Background: an optimization exercise with open tools, aiming at small area and a short achievable clock period. Do not read the settings as production practice. The RTL was checked by simulation tests, not by an equivalence proof against the original design.

==> flow/design.v (outline; a module is shown in full before it is edited, if it fits) <==
// module audio_clk_enable: 45 lines
// module vco_ctrl_regs: 104 lines
// module natural_log: 256 lines
// module astable_555_vco: 525 lines
// module rc_lowpass: 44 lines
// module discrete_555_top: 53 lines
module discrete_555_top (
    input  wire         clk,
    input  wire         arst_n,
    input  wire         reg_wr,
    input  wire  [1:0]  reg_addr,
    input  wire  [15:0] reg_wdata,
    output logic [15:0] reg_rdata,
    output logic        audio_clk_en,
    output logic [15:0] vco_out,
    output logic [15:0] filt_out
);
  // ...
==> flow/flow/run.sh <==
#!/bin/bash
# Layout flow: the standard synthesis, then the combinational logic of
# that netlist re-mapped by ABC (registers, their names and cell types kept
# as they are): the read-back path from reg_addr to reg_rdata for delay, the
# rest for area; then the standard layout from floorplan on.
# Each tool's output goes to its own log file in the work folder.
set -euo pipefail
WORK=$(pwd)
LIB=$FLOW_HOME/platforms/sky130hd/lib/sky130_fd_sc_hd__tt_025C_1v80.lib
R=$WORK/orfs/results/sky130hd/discrete_555_top/base

bash standard.sh synth > synth.log 2>&1

cp $R/1_2_yosys.v $WORK/standard_synth.v
python3 flow/mkmodels.py $LIB 'sky130_fd_sc_hd__(fa|ha)_[0-9]+' > $WORK/cell_models.v 2> mkmodels.log

# the register cell types, where the read-back cone stops
FF_STOP=$(grep -oE '^ *sky130_fd_sc_hd__(df|edf|sdf|dl)[a-z0-9_]+' $WORK/standard_synth.v | sort -u | sed 's/^ */:-/' | tr -d '\n')

cat > $WORK/reopt.ys <<EOT
read_liberty -lib $LIB
read_verilog $WORK/standard_synth.v
hierarchy -top $FLOW_TOP
tee -o $WORK/reopt_before.txt stat -liberty $LIB
techmap -map $WORK/cell_models.v
techmap
opt -purge
select -set io_cone w:reg_addr %co*$FF_STOP w:reg_rdata %ci*$FF_STOP %i c:* %i
abc -liberty $LIB -dont_use sky130_fd_sc_hd__lpflow* -dont_use sky130_fd_sc_hd__probe* -D 200 -script "+strash;dch,-f;map,-D,200;topo;stime,-c;buffer,-c;upsize,-c;dnsize,-c;" @io_cone
abc -liberty $LIB -dont_use sky130_fd_sc_hd__lpflow* -dont_use sky130_fd_sc_hd__probe* -script "+strash;ifraig;dc2;dc2;strash;dch,-f;map,-a;topo;"
opt_clean -purge
splitnets
opt_clean -purge
# internal wire names hidden, so that a register driving an output port
# drives the port's net with no assign; one tie cell per constant bit
rename -hide w:* i:* o:* %u %d
hilomap -hicell sky130_fd_sc_hd__conb_1 HI -locell sky130_fd_sc_hd__conb_1 LO
opt_clean -purge
tee -o $WORK/reopt_after.txt stat -liberty $LIB
write_verilog -noattr -nohex -nodec $WORK/reopt.v
EOT
yosys -s $WORK/reopt.ys > reopt.log 2>&1

cp $WORK/reopt.v $R/1_2_yosys.v
touch $R/1_2_yosys.v
bash standard.sh "BUFFER_PORTS_ARGS=-buffer_cell sky130_fd_sc_hd__buf_2" finish > layout.log 2>&1
==> flow/flow/mkmodels.py <==
#!/usr/bin/env python3
"""Write Verilog models of the combinational cells of a liberty file:
one module per cell, its outputs as assigns of the liberty functions.
Cells whose names match the patterns given after the file are left out."""
import re, sys
lib = open(sys.argv[1]).read()
skip = [re.compile(p) for p in sys.argv[2:]]
out = []
for m in re.finditer(r'\n\s*cell\s*\(\s*"?([\w]+)"?\s*\)\s*\{', lib):
    name = m.group(1)
    # find cell body by brace matching
    i = m.end(); depth = 1
    while depth:
        c = lib[i]
        if c == '{': depth += 1
        elif c == '}': depth -= 1
        i += 1
    body = lib[m.end():i]
    if re.search(r'\b(ff|latch|statetable)\s*\(', body):
        continue
    if any(p.fullmatch(name) for p in skip):
        continue
    pins = []
    for pm in re.finditer(r'\n\s*pin\s*\(\s*"?(\w+)"?\s*\)\s*\{', body):
        j = pm.end(); dp = 1
        while dp:
            c = body[j]
            if c == '{': dp += 1
            elif c == '}': dp -= 1
            j += 1
        pb = body[pm.end():j]
        dirm = re.search(r'direction\s*:\s*"?(\w+)"?', pb)
        fm = re.search(r'\n\s*function\s*:\s*"([^"]*)"', pb)
        pins.append((pm.group(1), dirm.group(1) if dirm else None, fm.group(1) if fm else None))
    ins = [p for p, d, f in pins if d == 'input']
    outs = [(p, f) for p, d, f in pins if d == 'output']
    if not outs or any(f is None for p, f in outs):
        continue
    ports = ", ".join(ins + [p for p, f in outs])
    lines = [f"module {name} ({ports});"]
    for p in ins:
        lines.append(f"  input {p};")
    for p, f in outs:
        lines.append(f"  output {p};")
        lines.append(f"  assign {p} = {f.replace('!', '~')};")
    lines.append("endmodule")
    out.append("\n".join(lines))
print("\n".join(out))
==> flow/standard.sh <==
#!/bin/bash
# synth_recipe.tcl (not shown) runs the flow's synth.tcl, then flattens the netlist and writes it again
# the make line also repeats each setting of config.mk as NAME=value (left out here)
make -C /OpenROAD-flow-scripts/flow DESIGN_CONFIG=/design/flow/config.mk WORK_HOME=/design/flow/orfs CLKGATE_MAP_FILE= SYNTH_SCRIPT=/design/flow/synth_recipe.tcl "${@:-finish}"
==> flow/config.mk <==
export PLATFORM = sky130hd
export DESIGN_NAME = discrete_555_top
export DESIGN_NICKNAME = discrete_555_top
export VERILOG_FILES = /design/flow/design.v
export SDC_FILE = /design/flow/constraint.sdc
export NUM_CORES = 4
export LEC_CHECK = 0
export ABC_AREA = 1
export CAP_MARGIN = 20
export CORE_MARGIN = 2
export CORE_UTILIZATION = 40
export CTS_BUF_LIST = sky130_fd_sc_hd__clkbuf_4
export SLEW_MARGIN = 20
==> flow/constraint.sdc <==
create_clock -name core_clock -period 48.0 [get_ports {clk}]
set_input_delay 9.6000 -clock core_clock [delete_from_list [all_inputs] [get_ports {clk}]]
set_output_delay 9.6000 -clock core_clock [all_outputs]
set_load 0.01 [all_outputs]
==> impl_metrics.csv, run 1 <==
group,metric,value,unit
place,portBuffers,54,
critical_path,path_delay_family,"buffers and inverters",
cells_and_area,seq_cell_count,235,
cells_and_area,final-seq-area,0.00510,mm^2
floorplanning,initial_core_util,40.3,%
critical_path,critPathRequiredTime,38.40,ns
sta,hold_violations,0,
drt,drt-initial-drc-count,875,
sta,setup_viol,0,
critical_path,startpoint_type,"input pin",
logic_synthesis,synth_warnings,5,
clocking,cts_setup_buffers,0,
clocking,cts_max_level,2,
critical_path,endpoint,"reg_rdata[2]",
drt,m1WireLength,22.2,mm
sta,fin_ws,27.86,ns
critical_path,cp_cell_sequence,"buf_2 -> nand2_1 -> o2111ai_1 -> buf_2",
sta,fin_setup_tns,0,ns
critical_path,end_kind,"primary output",
drt,wl_met2,24.4,mm
place,hpwl,40.8,mm
global_routing,use_met1,23.9,%
critical_path,path_class,"in -> out",
global_routing,grt_pass1_vias,17679,
global_routing,gr-total-overflow,0,
drt,route.detailed.drc,0,
cells_and_area,utilization,44.3,%
critical_path,cp_slowest_cell,"buf_2",
run_status,status,"no timing/DRC/antenna violations",
critical_path,rr_endpoint,"u_astable_555_vco.r_q2[12]",
critical_path,critPathBufInv,2,
min_path,whs_path_depth,0,
cells_and_area,largest_reg_flops,32,
critical_path,cp.arrival,10.54,ns
==> run 2, diff against run 1 <==
--- a/flow/config.mk
+++ b/flow/config.mk
@@ -10,4 +10,6 @@
 export CORE_MARGIN = 2
 export CORE_UTILIZATION = 40
 export CTS_BUF_LIST = sky130_fd_sc_hd__clkbuf_4
+export CTS_CLUSTER_DIAMETER = 40
+export CTS_CLUSTER_SIZE = 10
 export SLEW_MARGIN = 20
==> run 2 against run 1 <==
Compared with the run above:
- still clean on timing, DRC and antenna
- count of clock-buffer cells in the layout fell by 38
- die area did not move
- setup slack improved by 0.010 ns
- global-route usage fell by 0.19 points
- first-iteration DRC count fell by 1.0%
- largest cell class unchanged
==> impl_metrics.csv, run 2 <==
group,metric,value,unit
sta,hold_violations,0,
floorplanning,die_h,234,um
global_routing,grt_pass1_vias,17528,
critical_path,cp.arrival,10.53,ns
cells_and_area,top_register,"u_rc_lowpass.state",
drt,route.detailed.drc,0,
sta,drv_slew,0,
clocking,cts.sinks,235,
sta,skew,0.0862,ns
global_routing,grt-busiest-layer,"met2",
clocking,cts_made_buffers,40,
sta,tightest_slew,0.984,ns
floorplanning,core_region_area,0.0523,mm^2
floorplanning,die_area,0.0546,mm^2
sta,max-slew-margin-rel,33.7,%
critical_path,r2r_start,"u_astable_555_vco.d_q1[1]",
clocking,cts_hold_buf,0,
drt,drtPass1Iterations,5,
cells_and_area,final_cell_mix,"clkinv_1, nand2_1, nor2_1",
critical_path,startpoint,"reg_addr[0]",
drt,ant_nets,0,
global_routing,track_usage,18.6,%
sta,finalCriticalPeriod,20.13,ns
sta,fin_setup_tns,0,ns
drt,num_vias,17990,
clocking,tritoncts,"done",
global_routing,gr-total-overflow,0,
min_path,min_path_type,"reg -> reg",
clocking,clk_latency,0.74,ns
logic_synthesis,synth_warnings,5,
global_routing,use_met1,24.0,%
critical_path,path_class,"in -> out",
global_routing,globalRouteMet2Util,33.0,%
drt,wl,49.2,mm
clocking,cts_resized,0,
floorplanning,initial_core_util,40.3,%
global_routing,gr-usage-met3,2.14,%
global_routing,grt_pass1_wl,84.0,mm
critical_path,cp_max_fo,17,
clocking,max-clock-path-buffers,3,
cells_and_area,layout-drive-gt1-share,6.19,%
cells_and_area,largest_reg_flops,32,
critical_path,critPathRequiredTime,38.40,ns
clocking,cts_root_buf,"clkbuf_4",
critical_path,rrSetupSlack,29.96,ns
floorplanning,placementRows,84,
logic_synthesis,synth_area,0.0211,mm^2
drt,drt-initial-drc-count,866,
drt,routed_via_density,4.98,
drt,wl_per_cell,13.6,um
logic_synthesis,syn_avg_cell_area,7.55,um^2
clocking,cts_max_level,2,
sta,setup_viol,0,
place,hpwl,40.8,mm
sta,grt_setup_unrepaired,"no",
sta,fin_crit_sh,41.9,%
job,max_cap_viol_count,0,
place,routabilityCongestion,0.916,
place,portBuffers,54,
min_path,hold_start,"u_astable_555_vco.q_q2[2]",
cells_and_area,syn_to_final_growth,8.60,%
critical_path,startpoint_type,"input pin",
clocking,cts_setup_buffers,0,
global_routing,grt_antenna_before_repair,1,
logic_synthesis,synthCells,2792,
logic_synthesis,syn-num-nets,3104,
cells_and_area,final_common_cell,"clkinv_1",
critical_path,end_kind,"primary output",
global_routing,grt_max_degree,50,
sta,max_freq,0.0497,GHz
clocking,clkTransAtPathRegs,0.10,ns
floorplanning,top_level_ports,70,
cells_and_area,top_regs,"u_rc_lowpass.state: 32 flops, u_astable_555_vco.cnt: 20 flops",
run_status,status,"no timing/DRC/antenna violations",
floorplanning,die_x,234,um
cells_and_area,final_nets,3209,
-- run 2: cell count changes in the layout (fill, tap and decap cells not counted), sizes merged --
cell,delta
diode,-3
clkinv,-12
clkbuf,-38
inv,+3
bufinv,-1
clkinvlp,+5
-- run 2: critical path, stage by stage --
cell and delay, ns:
buf_2 0.35, nand2_1 0.16, o2111ai_1 0.23, buf_2 0.19
-- run 2: worst paths after layout --
kind | end | depth (start not counted)
worst max-delay path | reg_rdata[2] | 4
worst max register to register | u_astable_555_vco.r_q2[12] | 124
worst min register to register | u_astable_555_vco.q_q3[5] | 0
min in group asynchronous | u_rc_lowpass.state[9] | 1
max in group asynchronous | u_astable_555_vco.high_ln[7] | 2
worst min-delay path | u_astable_555_vco.q_q3[5] | 0
-- run 2: area by class of cell --
cell class / instances / area [um^2]
clock inverters: 22 / 238
inverters: 495 / 1880
fillers: 5340 / 29400
repair buffers: 64 / 348
multi-input cells: 2061 / 14100
flip-flops and latches: 235 / 5100
well taps: 688 / 861
clock buffers: 49 / 368
diodes: 1 / 2.50
-- run 2: stage by stage --
stage / hold WS (ns) / setup WS, ns / std cells / util, % / cell area, um^2
after detailed placement: 0.312 / 27.88 / 3543 / 42.6 / 22300
after global placement: 0.315 / 27.92 / 3543 / 42.6 / 22300
after CTS: 0.336 / 27.88 / 3614 / 43.7 / 22900
after global routing: 0.343 / 27.39 / 3615 / 43.8 / 22900
final: 0.335 / 27.87 / 3615 / 43.8 / 22900
after floorplan: 0.310 / 28.40 / 2792 / - / 21100
-- run 2: per-layer routing --
layer	part of all wire (%)	vias up
met1	46	8482
met3	3.1	76
met4	2.3	0
met2	49	275
met5	0	-
li1	-	9157
==> run 3, diff against run 2 <==
--- a/flow/config.mk
+++ b/flow/config.mk
@@ -9,7 +9,7 @@
 export CAP_MARGIN = 20
 export CORE_MARGIN = 2
 export CORE_UTILIZATION = 40
-export CTS_BUF_LIST = sky130_fd_sc_hd__clkbuf_4
-export CTS_CLUSTER_DIAMETER = 40
-export CTS_CLUSTER_SIZE = 10
+export CTS_BUF_LIST = sky130_fd_sc_hd__clkbuf_8
+export CTS_CLUSTER_DIAMETER = 60
+export CTS_CLUSTER_SIZE = 24
 export SLEW_MARGIN = 20
==> run 3 against run 2 <==
Compared with the run above:
- first-iteration DRC count up 2.7%
- count of clock-buffer cells in the layout down 25
- global-route usage down 0.12 points
- largest cell class unchanged
- setup slack better by 0.0015 ns
- via count down 0.65%
- register-to-register slack about the same
- maximum frequency about the same
- sequential cell count unchanged
==> impl_metrics.csv, run 3 <==
group,metric,value,unit
run_status,status,"no timing/DRC/antenna violations",
job,max_cap_viol_count,0,
min_path,whs_path_depth,0,
clocking,cts_made_buffers,24,
place,portBuffers,54,
cells_and_area,top_regs,"u_rc_lowpass.state: 32 flops, u_astable_555_vco.cnt: 20 flops",
sta,skew,0.0448,ns
floorplanning,top_level_ports,70,
sta,max-slew-margin-rel,33.9,%
sta,fin_crit_sh,41.9,%
cells_and_area,layout-drive-gt1-share,5.38,%
logic_synthesis,synthCells,2792,
sta,grt_setup_unrepaired,"no",
drt,num_vias,17873,
sta,fin_setup_tns,0,ns
floorplanning,die_x,234,um
floorplanning,initial_core_util,40.3,%
floorplanning,core_region_area,0.0523,mm^2
sta,finalCriticalPeriod,20.13,ns
sta,fin_ws,27.87,ns
floorplanning,die_h,234,um
floorplanning,die_area,0.0546,mm^2
cells_and_area,multi_input_comb_area,0.0141,mm^2
sta,drv_slew,0,
floorplanning,placementRows,84,
global_routing,grt_pass1_wl,83.8,mm
cells_and_area,final_common_cell,"clkinv_1",
drt,wl_per_cell,13.7,um
sta,setup_viol,0,
place,hpwl,40.8,mm
place,pre_cts_ws,27.88,ns
critical_path,startpoint_type,"input pin",
cells_and_area,final_nets,3193,
cells_and_area,final-seq-area,0.00510,mm^2
sta,max_freq,0.0497,GHz
cells_and_area,nFillCells,5292,
global_routing,grt_antenna_before_repair,1,
clocking,cts_resized,0,
cells_and_area,largest_reg_flops,32,
sta,tightest_slew,0.981,ns
global_routing,track_usage,18.5,%
global_routing,grt_max_degree,50,
cells_and_area,final_cells,3588,
critical_path,cp.arrival,10.53,ns
min_path,hold_start,"u_astable_555_vco.q_q2[2]",
drt,route.detailed.drc,0,
critical_path,path_class,"in -> out",
cells_and_area,syn_to_final_growth,8.93,%
cells_and_area,top_register,"u_rc_lowpass.state",
clocking,max-clock-path-buffers,3,
sta,hold_violations,0,
critical_path,cp_slowest_cell,"buf_2",
logic_synthesis,synth_area,0.0211,mm^2
min_path,min_path_type,"reg -> reg",
critical_path,critPathRequiredTime,38.40,ns
place,routabilityCongestion,0.916,
drt,drtPass1Iterations,5,
logic_synthesis,synth_warnings,5,
critical_path,cpMostUsedCell,"buf_2",
logic_synthesis,syn_avg_cell_area,7.55,um^2
cells_and_area,final_cell_mix,"clkinv_1, nand2_1, nor2_1",
drt,ant_nets,0,
critical_path,cp_max_fo,17,
clocking,tritoncts,"done",
clocking,clkTransAtPathRegs,0.12,ns
global_routing,grt_pass1_vias,17388,
cells_and_area,utilization,43.9,%
clocking,cts.sinks,235,
critical_path,startpoint,"reg_addr[0]",
sta,hold_ws,0.340,ns
drt,wl,49.1,mm
clocking,cts_hold_buf,0,
critical_path,r2r_start,"u_astable_555_vco.d_q1[1]",
clocking,cts_setup_buffers,0,
drt,drt-initial-drc-count,889,
drt,routed_via_density,4.98,
critical_path,reg2reg_depth,124,
critical_path,cpPeakStageDelay,0.35,ns
clocking,clk_latency,0.63,ns
critical_path,end_kind,"primary output",
logic_synthesis,syn-num-nets,3104,
critical_path,cp_cell_sequence,"buf_2 -> nand2_1 -> o2111ai_1 -> buf_2",
clocking,cts_max_level,1,
clocking,cts_root_buf,"clkbuf_8",
global_routing,gr-total-overflow,0,
place,dp.cells,3543,
==> run 3: cell types whose count changed in the layout (fill, tap and decap cells not counted), sizes merged <==
cell and delta:
clkbuf -25, inv +10, clkinv -5, clkinvlp -5, bufinv -2
==> run 3: layout make-up <==
type | count | area share (%)
clock inverters | 20 | 1.50
well taps | 688 | 3.75
clock buffers | 24 | 1.44
flip-flops and latches | 235 | 22.2
diodes | 1 | 0.0109
multi-input cells | 2061 | 61.4
repair buffers | 64 | 1.51
inverters | 495 | 8.20
==> run 3: final timing paths <==
| path | slack, ns | endpoint |
|---|---|---|
| hold / removal | 0.34 | u_astable_555_vco.q_q3[5] |
| setup / recovery | 27.87 | reg_rdata[2] |
| setup reg to reg | 29.96 | u_astable_555_vco.r_q2[12] |
| min in group asynchronous | 8.88 | u_rc_lowpass.state[12] |
| hold reg to reg | 0.34 | u_astable_555_vco.q_q3[5] |
| max in group asynchronous | 38.10 | u_astable_555_vco.high_ln[6] |
==> run 3: stage by stage <==
stage	instance area [um^2]
6_report	23000
5_1_grt	23000
4_1_cts	23000
3_5_place_dp	22300
3_3_place_gp	22300
2_1_floorplan	21100
==> run 3: worst max-delay path: cells and delay by family <==
family          cells  cell delay [ns]
compound gates      1             0.23
simple gates        1             0.16
buf+inv             2             0.54
==> run 3: per-layer routing <==
metal	GRT usage, %	wire length [um]	vias up	share of wire (%)
met1	24.2	22500	8429	46
met2	33.0	24200	260	49
met5	0	0	-	0
met3	1.65	1470	64	3.0
li1	-	-	9120	-
met4	4.13	866	0	1.8
==> run 4, diff against run 3 <==
--- a/flow/config.mk
+++ b/flow/config.mk
@@ -8,8 +8,8 @@
 export ABC_AREA = 1
 export CAP_MARGIN = 20
 export CORE_MARGIN = 2
-export CORE_UTILIZATION = 40
+export CORE_UTILIZATION = 60
 export CTS_BUF_LIST = sky130_fd_sc_hd__clkbuf_8
-export CTS_CLUSTER_DIAMETER = 60
-export CTS_CLUSTER_SIZE = 24
+export CTS_CLUSTER_DIAMETER = 50
+export CTS_CLUSTER_SIZE = 16
 export SLEW_MARGIN = 20
==> run 4 against run 3 <==
Compared with the run above:
- still clean on timing, DRC and antenna
- worst hold slack got worse by 0.043 ns
- area after synthesis did not move
- core utilization is 22 points higher
- die area down 33%
- clock skew is 0.011 ns lower
- sequential cell count unchanged
- synthesized cell count did not move
- final area decreased by 0.75%
- count of clock-buffer cells in the layout rose by 14
- first-iteration DRC count increased by 16%
- critical endpoint is now reg_rdata[15]
==> impl_metrics.csv, run 4 <==
group,metric,value,unit
run_status,status,"no timing/DRC/antenna violations",
clocking,cts_root_buf,"clkbuf_8",
critical_path,cp.arrival,10.58,ns
min_path,min_path_type,"reg -> reg",
critical_path,cp_slowest_cell,"buf_2",
cells_and_area,multi_input_comb_area,0.0141,mm^2
drt,wl_per_cell,14.3,um
floorplanning,placementRows,68,
drt,drt-initial-drc-count,1034,
drt,wl,48.1,mm
critical_path,cpPeakStageDelay,0.37,ns
sta,finalCriticalPeriod,20.18,ns
cells_and_area,final-seq-area,0.00510,mm^2
sta,max-slew-margin-rel,32.6,%
clocking,cts.sinks,235,
clocking,cts_made_buffers,34,
critical_path,cpMostUsedCell,"buf_2",
critical_path,path_delay_family,"buffers and inverters",
sta,drv_slew,0,
sta,max_freq,0.0496,GHz
logic_synthesis,syn_avg_cell_area,7.55,um^2
drt,num_vias,18092,
critical_path,path_class,"in -> out",
logic_synthesis,synth_warnings,5,
cells_and_area,largest_reg_flops,32,
clocking,clkTransAtPathRegs,0.08,ns
drt,ant_nets,0,
place,portBuffers,54,
cells_and_area,top_regs,"u_rc_lowpass.state: 32 flops, u_astable_555_vco.cnt: 20 flops",
drt,drtPass1Iterations,5,
place,routabilityCongestion,0.932,
sta,skew,0.0340,ns
global_routing,gr-total-overflow,0,
sta,setup_viol,0,
cells_and_area,top_register,"u_rc_lowpass.state",
global_routing,grt_pass1_wl,82.0,mm
floorplanning,die_x,191,um
cells_and_area,layout-drive-gt1-share,5.83,%
drt,routed_via_density,5.37,
critical_path,end_kind,"primary output",
cells_and_area,nFillCells,3054,
critical_path,critPathRequiredTime,38.40,ns
global_routing,track_usage,27.4,%
global_routing,grt_pass1_vias,17235,
clocking,cts_max_level,2,
sta,tightest_slew,1.01,ns
clocking,cts_hold_buf,0,
clocking,tritoncts,"done",
critical_path,critPathBufInv,2,
cells_and_area,antenna_cells,0,
clocking,cts_setup_buffers,0,
sta,fin_setup_tns,0,ns
sta,fin_ws,27.82,ns
place,pre_cts_ws,27.85,ns
clocking,clk_latency,0.59,ns
logic_synthesis,synth_area,0.0211,mm^2
global_routing,grt_max_degree,78,
sta,fin_crit_sh,42.0,%
sta,grt_setup_unrepaired,"no",
cells_and_area,final_common_cell,"clkinv_1",
clocking,cts_resized,0,
floorplanning,initial_core_util,61.0,%
logic_synthesis,syn-num-nets,3104,
cells_and_area,final_cell_mix,"clkinv_1, nand2_1, nor2_1",
floorplanning,die_area,0.0367,mm^2
cells_and_area,syn_to_final_growth,8.11,%
drt,route.detailed.drc,0,
job,max_cap_viol_count,0,
floorplanning,top_level_ports,70,
logic_synthesis,synthCells,2792,
floorplanning,die_h,191,um
critical_path,cp_max_fo,17,
sta,hold_violations,0,
global_routing,grt_antenna_before_repair,1,
floorplanning,core_region_area,0.0345,mm^2
critical_path,cp_cell_sequence,"buf_2 -> nand2_2 -> o21ai_0 -> buf_2",
place,hpwl,39.4,mm
clocking,max-clock-path-buffers,3,
critical_path,startpoint_type,"input pin",
cells_and_area,final_nets,3203,
## run 4: cell types whose count changed in the layout (fill, tap and decap cells not counted), moves of 2 or more
cell	change
inv_1	+3
inv_16	-3
clkinvlp_4	+2
clkinv_8	+4
clkinv_2	+3
inv_12	-4
clkbuf_8	+14
## run 4: cell type report
type	count	share of cell area (%)
Clock buffer	38	2.29
Clock inverter	24	1.22
Inverter	495	8.26
Multi-Input combinational cell	2061	61.8
Sequential cell	235	22.4
Tap cell	455	2.50
Timing Repair Buffer	64	1.54
## run 4: per-stage QoR
step	cell area (um^2)	std cells	hold slack (ns)	utilization, %
2_1_floorplan	21100	2792	0.310	-
3_3_place_gp	22000	3310	0.314	63.7
3_5_place_dp	22000	3310	0.312	63.7
4_1_cts	22800	3372	0.297	66.0
5_1_grt	22800	3372	0.300	66.0
6_report	22800	3372	0.296	66.0
## run 4: layer usage
layer / part of all wire [%] / vias up / track usage (%) / wire, um
met4: 2.5 / 0 / 8.55 / 1220
met1: 46 / 8425 / 37.5 / 22300
met3: 4.6 / 93 / 3.73 / 2220
li1: - / 9153 / - / -
met2: 47 / 421 / 45.1 / 22400
met5: 0 / - / 0 / 0
## run 4: final timing paths
kind	startpoint	endpoint	slack (ns)	cells after the start
min in group asynchronous	arst_n	u_rc_lowpass.state[27]	9.05	1
worst max register to register	u_astable_555_vco.d_q1[0]	u_astable_555_vco.r_q2[1]	30.21	123
worst min-delay path	u_astable_555_vco.q_q2[3]	u_astable_555_vco.q_q3[6]	0.30	0
worst max-delay path	reg_addr[1]	reg_rdata[15]	27.82	4
max in group asynchronous	arst_n	u_astable_555_vco.high_ln[7]	38.41	1
worst min register to register	u_astable_555_vco.q_q2[3]	u_astable_555_vco.q_q3[6]	0.30	0
==> run 5, diff against run 4 <==
--- a/flow/config.mk
+++ b/flow/config.mk
@@ -8,7 +8,7 @@
 export ABC_AREA = 1
 export CAP_MARGIN = 20
 export CORE_MARGIN = 2
-export CORE_UTILIZATION = 60
+export CORE_UTILIZATION = 40
 export CTS_BUF_LIST = sky130_fd_sc_hd__clkbuf_8
 export CTS_CLUSTER_DIAMETER = 50
 export CTS_CLUSTER_SIZE = 16
==> run 5 against run 4 <==
Compared with the run above:
- still clean
- critical path type unchanged
- highest routed layer unchanged
- non-clock buffer count stayed put
- critical endpoint is now reg_rdata[4]
- first-iteration DRC count decreased by 11%
- clock skew up 0.0088 ns
- final area up 0.55%
- sequential share of layout area shrank 0.12 points
==> impl_metrics.csv, run 5 <==
group,metric,value,unit
logic_synthesis,synth_area,0.0211,mm^2
critical_path,startpoint,"reg_addr[1]",
global_routing,grt_max_degree,50,
sta,tightest_slew,0.978,ns
cells_and_area,top_register,"u_rc_lowpass.state",
critical_path,startpoint_type,"input pin",
clocking,max-clock-path-buffers,3,
floorplanning,die_x,234,um
drt,route.detailed.drc,0,
drt,dr_wl_met3,1.40,mm
drt,wl,49.0,mm
sta,hold_violations,0,
place,routabilityCongestion,0.916,
global_routing,grt_pass1_vias,17406,
clocking,tritoncts,"done",
floorplanning,placementRows,84,
drt,wl_met2,24.2,mm
clocking,cts_root_buf,"clkbuf_8",
drt,drt-initial-drc-count,925,
sta,skew,0.0428,ns
min_path,hold_start,"u_astable_555_vco.q_q1[2]",
sta,fin_crit_sh,41.9,%
clocking,clk_latency,0.64,ns
cells_and_area,top_regs,"u_rc_lowpass.state: 32 flops, u_astable_555_vco.cnt: 20 flops",
logic_synthesis,synth_warnings,5,
clocking,cts_hold_buf,0,
critical_path,cp.arrival,10.52,ns
global_routing,track_usage,18.5,%
min_path,min_path_type,"reg -> reg",
floorplanning,initial_core_util,40.3,%
floorplanning,top_level_ports,70,
clocking,cts_max_level,1,
place,portBuffers,54,
drt,ant_nets,0,
drt,wl_per_cell,13.6,um
sta,grt_setup_unrepaired,"no",
sta,finalCriticalPeriod,20.12,ns
logic_synthesis,syn_avg_cell_area,7.55,um^2
floorplanning,die_area,0.0546,mm^2
run_status,status,"no timing/DRC/antenna violations",
clocking,cts_resized,0,
critical_path,critPathRequiredTime,38.40,ns
cells_and_area,final_nets,3197,
critical_path,end_kind,"primary output",
logic_synthesis,syn-num-nets,3104,
critical_path,r2r_start,"u_astable_555_vco.d_q1[1]",
floorplanning,core_region_area,0.0523,mm^2
clocking,clkTransAtPathRegs,0.09,ns
cells_and_area,largest_reg_flops,32,
drt,routed_via_density,4.98,
sta,max-slew-margin-rel,34.1,%
cells_and_area,layout-drive-gt1-share,5.54,%
sta,max_freq,0.0497,GHz
cells_and_area,utilization,43.8,%
critical_path,path_class,"in -> out",
place,dp.cells,3543,
drt,highest_layer,"met4",
drt,drtPass1Iterations,5,
clocking,cts.sinks,235,
cells_and_area,syn_to_final_growth,8.70,%
clocking,cts_made_buffers,28,
critical_path,cp_max_fo,17,
cells_and_area,final_cells,3594,
drt,m1WireLength,22.4,mm
place,hpwl,40.8,mm
global_routing,grt_pass1_wl,83.7,mm
job,max_cap_viol_count,0,
logic_synthesis,synthCells,2792,
sta,drv_slew,0,
cells_and_area,final_common_cell,"clkinv_1",
sta,fin_setup_tns,0,ns
global_routing,grt_antenna_before_repair,1,
sta,setup_viol,0,
drt,num_vias,17883,
global_routing,gr-total-overflow,0,
cells_and_area,final_cell_mix,"clkinv_1, nand2_1, nor2_1",
floorplanning,die_h,234,um
clocking,cts_setup_buffers,0,
-- run 5: critical path: stages --
cell,delay (ns)
buf_2,0.36
nand2_2,0.18
o221ai_1,0.21
buf_2,0.16
-- run 5: final cells by class --
| class | instances | area (um^2) |
|---|---|---|
| diodes | 1 | 2.50 |
| clock buffers | 28 | 385 |
| clock inverters | 22 | 243 |
| fillers | 5310 | 29400 |
| inverters | 495 | 1880 |
| multi-input cells | 2061 | 14100 |
| flip-flops and latches | 235 | 5100 |
| well taps | 688 | 861 |
| repair buffers | 64 | 348 |
-- run 5: routing by layer --
metal | global-route usage [%] | vias to the layer above
met5 | 0 | -
met4 | 4.57 | 0
met3 | 1.60 | 66
met2 | 32.9 | 263
met1 | 24.1 | 8430
li1 | - | 9124
-- run 5: worst paths after layout --
| check | slack, ns | endpoint | cells after the start |
|---|---|---|---|
| max | 27.88 | reg_rdata[4] | 4 |
| min | 0.33 | u_astable_555_vco.q_q2[6] | 0 |
| max reg2reg | 29.98 | u_astable_555_vco.r_q2[12] | 124 |
| min reg2reg | 0.33 | u_astable_555_vco.q_q2[6] | 0 |
| max in group asynchronous | 38.10 | u_astable_555_vco.high_ln[7] | 2 |
| min in group asynchronous | 8.87 | u_audio_clk_enable.ph[5] | 1 |
-- run 5: through the flow --
| step | worst slack (ns) | instance area [um^2] | hold WS, ns |
|---|---|---|---|
| finish | 27.88 | 22900 | 0.329 |
| floorplan | 28.40 | 21100 | 0.310 |
| global route | 27.38 | 22900 | 0.322 |
| global placement | 27.92 | 22300 | 0.315 |
| detailed placement | 27.88 | 22300 | 0.312 |
| CTS | 27.88 | 22900 | 0.325 |
==> run 6, diff against run 5 <==
--- a/flow/config.mk
+++ b/flow/config.mk
@@ -6,10 +6,10 @@
 export NUM_CORES = 4
 export LEC_CHECK = 0
 export ABC_AREA = 1
-export CAP_MARGIN = 20
+export CAP_MARGIN = 5
 export CORE_MARGIN = 2
 export CORE_UTILIZATION = 40
 export CTS_BUF_LIST = sky130_fd_sc_hd__clkbuf_8
 export CTS_CLUSTER_DIAMETER = 50
 export CTS_CLUSTER_SIZE = 16
-export SLEW_MARGIN = 20
+export SLEW_MARGIN = 5
==> run 6 against run 5 <==
Compared with the run above:
- worst hold slack better by 0.00075 ns
- largest cell class unchanged
- sequential cell count unchanged
- routed wire length about the same
- still clean on timing, DRC and antenna
- area after synthesis stayed put
- highest routed layer unchanged
- sequential share of layout area barely moved
- register-to-register slack about the same
- count of clock-buffer cells in the layout unchanged
- non-clock buffer count stayed put
- synthesized cell count stayed put
- die area is the same
- cell count is the same
==> impl_metrics.csv, run 6 <==
group,metric,value,unit
clocking,cts_setup_buffers,0,
sta,setup_viol,0,
clocking,cts_max_level,1,
drt,ant_nets,0,
sta,max_freq,0.0497,GHz
floorplanning,die_x,234,um
global_routing,track_usage,18.5,%
drt,routed_via_density,4.98,
floorplanning,core_region_area,0.0523,mm^2
min_path,min_path_type,"reg -> reg",
cells_and_area,final_cell_mix,"clkinv_1, nand2_1, nor2_1",
critical_path,cp.arrival,10.54,ns
critical_path,cp.depth,4,
cells_and_area,top_register,"u_rc_lowpass.state",
logic_synthesis,synthCells,2792,
drt,wl_per_cell,13.6,um
critical_path,cpMostUsedCell,"buf_2",
critical_path,critPathBufInv,2,
global_routing,gr-total-overflow,0,
place,routabilityCongestion,0.916,
sta,drv_slew,0,
floorplanning,top_level_ports,70,
job,max_cap_viol_count,0,
sta,skew,0.0408,ns
critical_path,cpPeakStageDelay,0.34,ns
global_routing,grt_antenna_before_repair,1,
floorplanning,initial_core_util,40.3,%
critical_path,end_kind,"primary output",
critical_path,path_class,"in -> out",
sta,hold_violations,0,
cells_and_area,multi_input_comb_area,0.0141,mm^2
cells_and_area,nFillCells,5309,
clocking,cts_hold_buf,0,
logic_synthesis,synth_area,0.0211,mm^2
logic_synthesis,synth_warnings,5,
clocking,cts_made_buffers,28,
sta,max-slew-margin-rel,22.4,%
clocking,cts_resized,0,
clocking,clk_latency,0.63,ns
cells_and_area,syn_to_final_growth,8.68,%
place,placed_area,0.0223,mm^2
drt,num_vias,17890,
critical_path,path_delay_family,"buffers and inverters",
sta,finalCriticalPeriod,20.14,ns
logic_synthesis,syn-num-nets,3104,
cells_and_area,final_area,0.0229,mm^2
sta,fin_setup_tns,0,ns
floorplanning,placementRows,84,
clocking,cts_root_buf,"clkbuf_8",
critical_path,critPathRequiredTime,38.40,ns
critical_path,reg2reg_depth,124,
critical_path,startpoint_type,"input pin",
floorplanning,die_area,0.0546,mm^2
cells_and_area,layout-drive-gt1-share,5.54,%
cells_and_area,final_common_cell,"clkinv_1",
run_status,status,"no timing/DRC/antenna violations",
sta,tightest_slew,1.16,ns
clocking,cts.sinks,235,
cells_and_area,final_nets,3197,
logic_synthesis,syn_avg_cell_area,7.55,um^2
critical_path,cp_cell_sequence,"buf_2 -> nand2_1 -> o2111ai_1 -> buf_2",
drt,drtPass1Iterations,5,
floorplanning,die_h,234,um
clocking,max-clock-path-buffers,3,
cells_and_area,largest_reg_flops,32,
min_path,whs_path_depth,0,
drt,route.detailed.drc,0,
place,portBuffers,54,
sta,grt_setup_unrepaired,"no",
global_routing,grt_pass1_vias,17406,
global_routing,grt_pass1_wl,83.7,mm
clocking,clkTransAtPathRegs,0.10,ns
cells_and_area,final-seq-area,0.00510,mm^2
critical_path,cp_slowest_cell,"buf_2",
sta,fin_crit_sh,41.9,%
drt,drt-initial-drc-count,932,
place,hpwl,40.8,mm
global_routing,grt_max_degree,50,
critical_path,cp_max_fo,17,
cells_and_area,top_regs,"u_rc_lowpass.state: 32 flops, u_astable_555_vco.cnt: 20 flops",
clocking,tritoncts,"done",
drt,wl,49.0,mm
## run 6: layout make-up
type / count / share of cell area [%]
Multi-Input combinational cell: 2061 / 61.5
Sequential cell: 235 / 22.3
Inverter: 495 / 8.22
Tap cell: 688 / 3.76
Clock buffer: 28 / 1.68
Timing Repair Buffer: 64 / 1.52
Clock inverter: 22 / 1.06
Antenna cell: 1 / 0.0109
## run 6: per-stage QoR
stage | std cells | hold WS, ns | setup WS (ns) | utilization [%]
floorplan | 2792 | 0.310 | 28.40 | -
global placement | 3543 | 0.315 | 27.92 | 42.6
detailed placement | 3543 | 0.312 | 27.88 | 42.6
CTS | 3593 | 0.325 | 27.88 | 43.8
global route | 3594 | 0.322 | 27.38 | 43.8
finish | 3594 | 0.330 | 27.86 | 43.8
## run 6: metal layers
| layer | GRT usage [%] | vias up | share of wire [%] |
|---|---|---|---|
| li1 | - | 9127 | - |
| met1 | 24.1 | 8426 | 46 |
| met2 | 32.9 | 266 | 49 |
| met3 | 1.60 | 71 | 2.9 |
| met4 | 4.57 | 0 | 2.1 |
| met5 | 0 | - | 0 |
## run 6: worst paths after layout
check	start	slack (ns)	end
setup / recovery	reg_addr[0]	27.86	reg_rdata[1]
setup reg to reg	u_astable_555_vco.d_q1[1]	29.99	u_astable_555_vco.r_q2[12]
max in group asynchronous	arst_n	38.09	u_astable_555_vco.high_ln[7]
hold / removal	u_astable_555_vco.q_q2[9]	0.33	u_astable_555_vco.q_q3[12]
min in group asynchronous	arst_n	8.88	u_audio_clk_enable.ph[5]
hold reg to reg	u_astable_555_vco.q_q2[9]	0.33	u_astable_555_vco.q_q3[12]
## run 6: worst register-to-register path, delay by kind of cell, from the launching register on
family,cells,cell delay [ns]
AO/OA/AOI/OAI,44,7.35
AND/OR/NAND/NOR,62,7.52
buffers and inverters,16,2.26
XOR/XNOR,2,0.36
flip-flops,1,0.45
==> run 7, diff against run 6 <==
--- a/flow/config.mk
+++ b/flow/config.mk
@@ -6,10 +6,10 @@
 export NUM_CORES = 4
 export LEC_CHECK = 0
 export ABC_AREA = 1
-export CAP_MARGIN = 5
+export CAP_MARGIN = 20
 export CORE_MARGIN = 2
 export CORE_UTILIZATION = 40
 export CTS_BUF_LIST = sky130_fd_sc_hd__clkbuf_8
-export CTS_CLUSTER_DIAMETER = 50
-export CTS_CLUSTER_SIZE = 16
-export SLEW_MARGIN = 5
+export CTS_CLUSTER_DIAMETER = 55
+export CTS_CLUSTER_SIZE = 20
+export SLEW_MARGIN = 20
==> run 7 against run 6 <==
Compared with the run above:
- die area stayed put
- synthesized cell count unchanged
- largest cell class unchanged
- highest routed layer unchanged
==> impl_metrics.csv, run 7 <==
group,metric,value,unit
global_routing,grt_pass1_vias,17350,
cells_and_area,top_regs,"u_rc_lowpass.state: 32 flops, u_astable_555_vco.cnt: 20 flops",
cells_and_area,layout-drive-gt1-share,5.51,%
min_path,min_path_type,"reg -> reg",
cells_and_area,top_register,"u_rc_lowpass.state",
clocking,cts_resized,0,
sta,tightest_slew,0.974,ns
place,portBuffers,54,
floorplanning,top_level_ports,70,
drt,num_vias,17892,
clocking,cts_hold_buf,0,
critical_path,path_delay_family,"buffers and inverters",
drt,drt-initial-drc-count,946,
critical_path,cp_cell_sequence,"buf_2 -> nand2_2 -> o221ai_1 -> buf_2",
sta,max-slew-margin-rel,35.1,%
drt,ant_nets,0,
cells_and_area,final-seq-area,0.00510,mm^2
critical_path,critPathRequiredTime,38.40,ns
cells_and_area,nFillCells,5294,
cells_and_area,syn_to_final_growth,9.13,%
sta,setup_viol,0,
logic_synthesis,synthCells,2792,
job,max_cap_viol_count,0,
drt,routed_via_density,4.98,
cells_and_area,final_area,0.0230,mm^2
clocking,cts_setup_buffers,0,
floorplanning,die_h,234,um
critical_path,cp_slowest_cell,"buf_2",
critical_path,end_kind,"primary output",
cells_and_area,final_nets,3195,
global_routing,grt_max_degree,50,
global_routing,grt_antenna_before_repair,1,
cells_and_area,largest_reg_flops,32,
sta,drv_slew,0,
clocking,clkTransAtPathRegs,0.10,ns
floorplanning,core_region_area,0.0523,mm^2
critical_path,cpPeakStageDelay,0.37,ns
critical_path,critPathBufInv,2,
cells_and_area,multi_input_comb_area,0.0141,mm^2
critical_path,path_class,"in -> out",
global_routing,gr-total-overflow,0,
clocking,max-clock-path-buffers,3,
sta,finalCriticalPeriod,20.13,ns
global_routing,grt_pass1_wl,83.6,mm
min_path,hold_start,"u_astable_555_vco.q_q2[2]",
sta,max_freq,0.0497,GHz
sta,fin_setup_tns,0,ns
place,placed_area,0.0223,mm^2
clocking,tritoncts,"done",
drt,wl_per_cell,13.6,um
logic_synthesis,syn_avg_cell_area,7.55,um^2
sta,skew,0.0304,ns
place,routabilityCongestion,0.916,
run_status,status,"no timing/DRC/antenna violations",
global_routing,track_usage,18.5,%
drt,wl,49.0,mm
drt,route.detailed.drc,0,
logic_synthesis,synth_warnings,5,
critical_path,cpMostUsedCell,"buf_2",
cells_and_area,final_common_cell,"clkinv_1",
critical_path,startpoint_type,"input pin",
sta,grt_setup_unrepaired,"no",
floorplanning,initial_core_util,40.3,%
clocking,cts.sinks,235,
floorplanning,die_area,0.0546,mm^2
logic_synthesis,synth_area,0.0211,mm^2
logic_synthesis,syn-num-nets,3104,
clocking,clk_latency,0.61,ns
clocking,cts_max_level,1,
critical_path,r2r_start,"u_astable_555_vco.d_q1[1]",
floorplanning,placementRows,84,
clocking,cts_made_buffers,26,
critical_path,startpoint,"reg_addr[1]",
critical_path,cp_max_fo,17,
cells_and_area,final_cell_mix,"clkinv_1, nand2_1, nor2_1",
sta,hold_violations,0,
floorplanning,die_x,234,um
sta,fin_crit_sh,41.9,%
drt,drtPass1Iterations,5,
clocking,cts_root_buf,"clkbuf_8",
place,hpwl,40.8,mm
critical_path,cp.arrival,10.53,ns
run 7: area by class of cell:
class	instances	area share (%)
antenna	1	0.0109
sequential	235	22.2
clock inverter	21	1.50
clock buffer	27	1.61
inverter	495	8.18
timing repair buffer	64	1.51
multi-input combinational	2061	61.3
tap	688	3.74
run 7: worst paths after layout:
path / depth (start not counted) / slack, ns / endpoint
max in group asynchronous: 2 / 38.08 / u_astable_555_vco.high_ln[7]
worst min-delay path: 0 / 0.34 / u_astable_555_vco.q_q3[5]
min in group asynchronous: 1 / 8.89 / u_rc_lowpass.state[12]
worst max-delay path: 4 / 27.87 / reg_rdata[4]
worst min register to register: 0 / 0.34 / u_astable_555_vco.q_q3[5]
worst max register to register: 124 / 29.95 / u_astable_555_vco.r_q2[12]
run 7: metrics by stage:
step                cells  utilization [%]  hold slack [ns]  setup WS, ns
floorplan            2792                -            0.310         28.40
global placement     3543             42.6            0.315         27.92
detailed placement   3543             42.6            0.312         27.88
CTS                  3591             44.0            0.338         27.88
global route         3592             44.0            0.344         27.38
finish               3592             44.0            0.336         27.87
run 7: metal layers:
metal  vias up  part of all wire [%]  global-route usage, %  wire, um
met3        56                   3.4                   1.71      1650
met2       292                    49                   33.0     24200
met1      8423                    46                   24.1     22300
met5         -                     0                      0         0
li1       9121                     -                      -         -
met4         0                   1.7                   4.09       834
run 7: worst register-to-register path, delay by kind of cell (launching register included):
kind                   cells  cell delay [ns]
AND/OR/NAND/NOR           62             7.52
flip-flops                 1             0.46
AO/OA/AOI/OAI             44             7.34
buffers and inverters     16             2.25
XOR/XNOR                   2             0.36
==> run 8, diff against run 7 <==
--- a/flow/flow/run.sh
+++ b/flow/flow/run.sh
@@ -43,4 +43,4 @@
 
 cp $WORK/reopt.v $R/1_2_yosys.v
 touch $R/1_2_yosys.v
-bash standard.sh "BUFFER_PORTS_ARGS=-buffer_cell sky130_fd_sc_hd__buf_2" finish > layout.log 2>&1
+bash standard.sh "BUFFER_PORTS_ARGS=-buffer_cell sky130_fd_sc_hd__buf_1" finish > layout.log 2>&1
--- a/flow/config.mk
+++ b/flow/config.mk
@@ -10,6 +10,6 @@
 export CORE_MARGIN = 2
 export CORE_UTILIZATION = 40
 export CTS_BUF_LIST = sky130_fd_sc_hd__clkbuf_8
-export CTS_CLUSTER_DIAMETER = 55
-export CTS_CLUSTER_SIZE = 20
+export CTS_CLUSTER_DIAMETER = 50
+export CTS_CLUSTER_SIZE = 16
 export SLEW_MARGIN = 20
==> run 8 against run 7 <==
Compared with the run above:
- via count is 0.66% higher
- cell count is 0.19% higher
- largest cell class unchanged
- sequential cell count stayed put
- worst hold slack worse by 0.054 ns
- setup slack worse by 0.49 ns
- routed wire length is 0.31% higher
==> impl_metrics.csv, run 8 <==
group,metric,value,unit
run_status,status,"no timing/DRC/antenna violations",
critical_path,critPathRequiredTime,38.40,ns
global_routing,grt_pass1_vias,17409,
place,pre_cts_ws,27.38,ns
cells_and_area,final_cell_mix,"clkinv_1, nand2_1, nor2_1",
clocking,cts.sinks,235,
sta,max_freq,0.0485,GHz
sta,skew,0.0779,ns
floorplanning,placementRows,84,
floorplanning,die_h,234,um
sta,hold_ws,0.283,ns
global_routing,grt_max_degree,78,
global_routing,grt_pass1_wl,82.9,mm
critical_path,startpoint_type,"input pin",
cells_and_area,layout-drive-gt1-share,3.92,%
clocking,clkTransAtPathRegs,0.09,ns
global_routing,track_usage,18.4,%
drt,wl_per_cell,13.6,um
critical_path,cp_max_fo,17,
sta,tightest_slew,1.05,ns
sta,max-slew-margin-rel,30.0,%
clocking,cts_made_buffers,30,
place,portBuffers,54,
drt,wl,49.1,mm
logic_synthesis,synth_area,0.0211,mm^2
critical_path,path_class,"in -> out",
drt,drt-initial-drc-count,867,
sta,fin_ws,27.38,ns
clocking,cts_max_level,1,
sta,fin_setup_tns,0,ns
drt,route.detailed.drc,0,
clocking,max-clock-path-buffers,3,
logic_synthesis,syn_avg_cell_area,7.55,um^2
drt,routed_via_density,5.00,
place,hpwl,40.7,mm
cells_and_area,final_common_cell,"clkinv_1",
floorplanning,core_region_area,0.0523,mm^2
sta,hold_violations,0,
clocking,cts_setup_buffers,0,
cells_and_area,final_nets,3199,
global_routing,grt_antenna_before_repair,1,
place,dp.cells,3543,
sta,grt_setup_unrepaired,"no",
clocking,clk_latency,0.66,ns
clocking,cts_resized,0,
sta,finalCriticalPeriod,20.62,ns
sta,setup_viol,0,
drt,ant_nets,0,
floorplanning,die_area,0.0546,mm^2
clocking,cts_root_buf,"clkbuf_8",
cells_and_area,largest_reg_flops,32,
job,max_cap_viol_count,0,
sta,drv_slew,0,
cells_and_area,top_register,"u_rc_lowpass.state",
logic_synthesis,synthCells,2792,
cells_and_area,top_regs,"u_rc_lowpass.state: 32 flops, u_astable_555_vco.cnt: 20 flops",
critical_path,cp.arrival,11.02,ns
cells_and_area,syn_to_final_growth,8.76,%
place,routabilityCongestion,0.926,
global_routing,gr-total-overflow,0,
floorplanning,top_level_ports,70,
critical_path,end_kind,"primary output",
clocking,cts_hold_buf,0,
floorplanning,initial_core_util,40.3,%
drt,num_vias,18010,
min_path,min_path_type,"reg -> reg",
cells_and_area,final_cells,3599,
clocking,tritoncts,"done",
logic_synthesis,synth_warnings,5,
sta,fin_crit_sh,43.0,%
floorplanning,die_x,234,um
drt,drtPass1Iterations,5,
logic_synthesis,syn-num-nets,3104,
## run 8: per-stage QoR
stage	instance area [um^2]	utilization, %
2_1_floorplan	21100	-
3_3_place_gp	22200	42.5
3_5_place_dp	22200	42.5
4_1_cts	22900	43.8
5_1_grt	22900	43.8
6_report	22900	43.8
## run 8: worst paths after layout
kind                                      startpoint                      endpoint  depth (start not counted)  slack [ns]
setup / recovery                         reg_addr[1]                  reg_rdata[4]                          4       27.38
hold / removal             u_astable_555_vco.q_q2[0]     u_astable_555_vco.q_q3[3]                          0        0.28
setup reg to reg           u_astable_555_vco.d_q1[1]    u_astable_555_vco.r_q2[12]                        124       30.04
hold reg to reg            u_astable_555_vco.q_q2[0]     u_astable_555_vco.q_q3[3]                          0        0.28
max in group asynchronous                     arst_n  u_astable_555_vco.high_ln[6]                          2       38.42
min in group asynchronous                     arst_n      u_audio_clk_enable.ph[5]                          2        9.08
## run 8: layout make-up
class	instances	area, um^2
clock buffers	32	440
multi-input cells	2061	14100
diodes	1	2.50
inverters	495	1880
clock inverters	23	263
well taps	688	861
flip-flops and latches	235	5100
fillers	5353	29400
repair buffers	64	285
## run 8: routing by layer
metal,vias up,track usage [%],wire length (um)
met5,-,0,0
met4,0,5.54,1200
met3,75,1.56,1490
met2,307,32.5,24200
met1,8502,23.7,22200
li1,9126,-,-
## run 8: critical path, cell delays in order
cell      delay, ns
buf_1          0.76
nand2_2        0.24
o221ai_1       0.24
buf_1          0.17
==> run 9, diff against run 8 <==
==> flow/flow/run.sh (replaced) <==
#!/bin/bash
# Layout flow: the standard synthesis, then the combinational logic of
# that netlist re-mapped by ABC for area (registers, their names and cell
# types kept as they are), then the standard layout from floorplan on.
# Each tool's output goes to its own log file in the work folder.
set -euo pipefail
WORK=$(pwd)
LIB=$FLOW_HOME/platforms/sky130hd/lib/sky130_fd_sc_hd__tt_025C_1v80.lib
R=$WORK/orfs/results/sky130hd/discrete_555_top/base

bash standard.sh synth > synth.log 2>&1

cp $R/1_2_yosys.v $WORK/standard_synth.v
python3 flow/mkmodels.py $LIB 'sky130_fd_sc_hd__(fa|ha)_[0-9]+' > $WORK/cell_models.v 2> mkmodels.log

cat > $WORK/reopt.ys <<EOT
read_liberty -lib $LIB
read_verilog $WORK/standard_synth.v
hierarchy -top $FLOW_TOP
tee -o $WORK/reopt_before.txt stat -liberty $LIB
techmap -map $WORK/cell_models.v
techmap
opt -purge
abc -liberty $LIB -dont_use sky130_fd_sc_hd__lpflow* -dont_use sky130_fd_sc_hd__probe* -script "+strash;ifraig;dc2;dc2;strash;dch,-f;map,-a;topo;"
opt_clean -purge
splitnets
opt_clean -purge
# internal wire names hidden, so that a register driving an output port
# drives the port's net with no assign; one tie cell per constant bit
rename -hide w:* i:* o:* %u %d
hilomap -hicell sky130_fd_sc_hd__conb_1 HI -locell sky130_fd_sc_hd__conb_1 LO
opt_clean -purge
tee -o $WORK/reopt_after.txt stat -liberty $LIB
write_verilog -noattr -nohex -nodec $WORK/reopt.v
EOT
yosys -s $WORK/reopt.ys > reopt.log 2>&1

cp $WORK/reopt.v $R/1_2_yosys.v
touch $R/1_2_yosys.v
bash standard.sh "BUFFER_PORTS_ARGS=-buffer_cell sky130_fd_sc_hd__buf_2" finish > layout.log 2>&1
--- a/flow/config.mk
+++ b/flow/config.mk
@@ -9,7 +9,5 @@
 export CAP_MARGIN = 20
 export CORE_MARGIN = 2
 export CORE_UTILIZATION = 40
-export CTS_BUF_LIST = sky130_fd_sc_hd__clkbuf_8
-export CTS_CLUSTER_DIAMETER = 50
-export CTS_CLUSTER_SIZE = 16
+export CTS_BUF_LIST = sky130_fd_sc_hd__clkbuf_4
 export SLEW_MARGIN = 20
==> run 9 against run 8 <==
Compared with the run above:
- synthesized cell count is 2.2% lower
- routed wire length is 1.4% higher
- sequential cell count stayed put
- worst hold slack better by 0.016 ns
- critical path type unchanged
- register-to-register slack worse by 0.21 ns
==> impl_metrics.csv, run 9 <==
group,metric,value,unit
cells_and_area,layout-drive-gt1-share,6.81,%
clocking,cts.sinks,235,
critical_path,cpPeakStageDelay,0.56,ns
sta,finalCriticalPeriod,21.09,ns
critical_path,cp_max_fo,10,
global_routing,track_usage,18.8,%
critical_path,startpoint_type,"input pin",
clocking,clk_latency,0.83,ns
logic_synthesis,syn_avg_cell_area,7.63,um^2
floorplanning,die_h,232,um
critical_path,critPathRequiredTime,38.40,ns
clocking,cts_setup_buffers,0,
min_path,min_to,"u_astable_555_vco.q_q3[3]",
floorplanning,die_x,232,um
logic_synthesis,synth_area,0.0208,mm^2
sta,skew,0.104,ns
logic_synthesis,syn-num-nets,3043,
critical_path,rr_endpoint,"u_astable_555_vco.r_q2[14]",
global_routing,grt_pass1_vias,17415,
sta,hold_violations,0,
job,max_cap_viol_count,0,
sta,setup_viol,0,
global_routing,grt_max_degree,78,
sta,grt_setup_unrepaired,"no",
place,routabilityCongestion,0.966,
run_status,status,"no timing/DRC/antenna violations",
clocking,cts_resized,0,
place,portBuffers,54,
global_routing,gr-total-overflow,0,
critical_path,cp.depth,6,
clocking,cts_hold_buf,0,
min_path,whs_path_depth,0,
place,hpwl,40.8,mm
floorplanning,initial_core_util,40.5,%
floorplanning,core_region_area,0.0514,mm^2
critical_path,r2r_start,"u_astable_555_vco.d_q1[0]",
critical_path,cp_cell_sequence,"buf_2 -> clkinv_1 -> nor2_1 -> clkinv_1 -> o21ai_0 -> buf_2",
critical_path,path_delay_family,"buffers and inverters",
sta,max_freq,0.0474,GHz
cells_and_area,largest_reg_flops,32,
drt,drtPass1Iterations,5,
drt,wl,49.8,mm
clocking,clkTransAtPathRegs,0.07,ns
logic_synthesis,synthCells,2731,
clocking,tritoncts,"done",
cells_and_area,final_nets,3164,
drt,route.detailed.drc,0,
sta,drv_slew,0,
sta,hold_ws,0.299,ns
drt,num_vias,17877,
drt,wl_per_cell,13.9,um
clocking,cts_max_level,2,
floorplanning,top_level_ports,70,
critical_path,end_kind,"primary output",
clocking,cts_root_buf,"clkbuf_4",
clocking,cts_made_buffers,61,
cells_and_area,top_register,"u_rc_lowpass.state",
min_path,min_path_type,"reg -> reg",
logic_synthesis,synth_warnings,5,
floorplanning,die_area,0.0539,mm^2
cells_and_area,final_common_cell,"clkinv_1",
critical_path,reg2reg_depth,124,
critical_path,rrSetupSlack,29.83,ns
clocking,max-clock-path-buffers,3,
sta,tightest_slew,1.02,ns
global_routing,grt_pass1_wl,83.4,mm
sta,fin_setup_tns,0,ns
sta,fin_crit_sh,43.9,%
critical_path,cp_slowest_cell,"nor2_1",
drt,drt-initial-drc-count,796,
sta,max-slew-margin-rel,32.3,%
cells_and_area,top_regs,"u_rc_lowpass.state: 32 flops, u_astable_555_vco.cnt: 20 flops",
critical_path,critPathBufInv,4,
drt,routed_via_density,5.00,
global_routing,grt_antenna_before_repair,1,
cells_and_area,syn_to_final_growth,9.42,%
floorplanning,placementRows,83,
min_path,hold_start,"u_astable_555_vco.q_q2[0]",
critical_path,path_class,"in -> out",
cells_and_area,final_cell_mix,"clkinv_1, nand2_1, nor2_1",
critical_path,cp.arrival,11.49,ns
drt,ant_nets,0,
-- run 9: cell types whose count changed in the layout (fill, tap and decap cells not counted), sizes merged, moves of 11 or more --
| cell | change |
|---|---|
| clkbuf | +52 |
| a21oi | +28 |
| nand2 | -27 |
| o21ai | -26 |
| nand3 | -24 |
| clkinv | -20 |
| nor3b | +20 |
| inv | -18 |
| nor2 | +17 |
| xor2 | -11 |
-- run 9: layout make-up --
| class | instances | area [um^2] |
|---|---|---|
| antenna | 1 | 2.50 |
| clock buffer | 85 | 638 |
| clock inverter | 20 | 141 |
| fill | 5224 | 28600 |
| inverter | 461 | 1730 |
| multi-input combinational | 2035 | 14000 |
| sequential | 235 | 5100 |
| tap | 680 | 851 |
| timing repair buffer | 58 | 307 |
-- run 9: worst max path at each step --
stage / startpoint / endpoint / slack [ns]
global placement: reg_addr[0] / reg_rdata[4] / 26.94
CTS: reg_addr[0] / reg_rdata[4] / 26.88
finish: reg_addr[0] / reg_rdata[4] / 26.91
detailed placement: reg_addr[0] / reg_rdata[4] / 26.88
floorplan: reg_addr[0] / reg_rdata[0] / 27.78
global route: reg_addr[0] / reg_rdata[4] / 26.78
-- run 9: through the flow --
step	utilization (%)	std cells	instance area (um^2)	setup WS [ns]
2_1_floorplan	-	2731	20800	27.78
3_3_place_gp	42.8	3469	22000	26.94
3_5_place_dp	42.8	3469	22000	26.88
4_1_cts	44.3	3574	22800	26.88
5_1_grt	44.4	3575	22800	26.78
6_report	44.4	3575	22800	26.91
-- run 9: per-layer routing --
| metal | wire, um | global-route usage [%] | vias up |
|---|---|---|---|
| met5 | 0 | 0 | - |
| met4 | 1720 | 7.83 | 0 |
| met3 | 1790 | 2.27 | 112 |
| met2 | 24200 | 32.8 | 357 |
| met1 | 22100 | 23.4 | 8358 |
| li1 | - | - | 9050 |

==> static timing again, ports no longer ideal <==
How much do the figures lean on ideal ports? The routed layouts below were timed once more, with nothing changed but the port constraints.
Step 1 assumes that a clkbuf_16 drives the clock port and a buf_2 every other input.
Step 2 times the ports against the registers' clock, not the clock port: input delays grow and output delays shrink by t, the midpoint of the rising clock arrivals with the driver on.
Slacks: no drivers / after step 1 / after step 2; pairs: no drivers / after step 1.
| run | t, ns | slack for setup (ns) | worst slew at a driven data input, ns | cell pins on the clock port's net |
|---|---|---|---|---|
| run 1 | 0.829 | 27.861 / 27.841 / 27.841 | 0.03 | 1 |
| run 2 | 0.748 | 27.871 / 27.851 / 27.851 | 0.04 | 1 |
| run 3 | 0.659 | 27.873 / 27.853 / 27.853 | 0.03 | 1 |
| run 4 | 0.621 | 27.825 / 27.802 / 27.802 | 0.04 | 1 |
| run 5 | 0.664 | 27.879 / 27.856 / 27.856 | 0.04 | 1 |
| run 6 | 0.663 | 27.865 / 27.844 / 27.844 | 0.04 | 1 |
| run 7 | 0.653 | 27.875 / 27.852 / 27.852 | 0.04 | 1 |
| run 8 | 0.677 | 27.381 / 27.354 / 27.354 | 0.03 | 1 |
| run 9 | 0.830 | 26.909 / 26.886 / 26.886 | 0.04 | 1 |
After both steps every run listed still meets setup and hold. For run 8, which loses most, drivers alone change the setup slack by -0.027 ns; drivers and shift together by -0.027 ns.
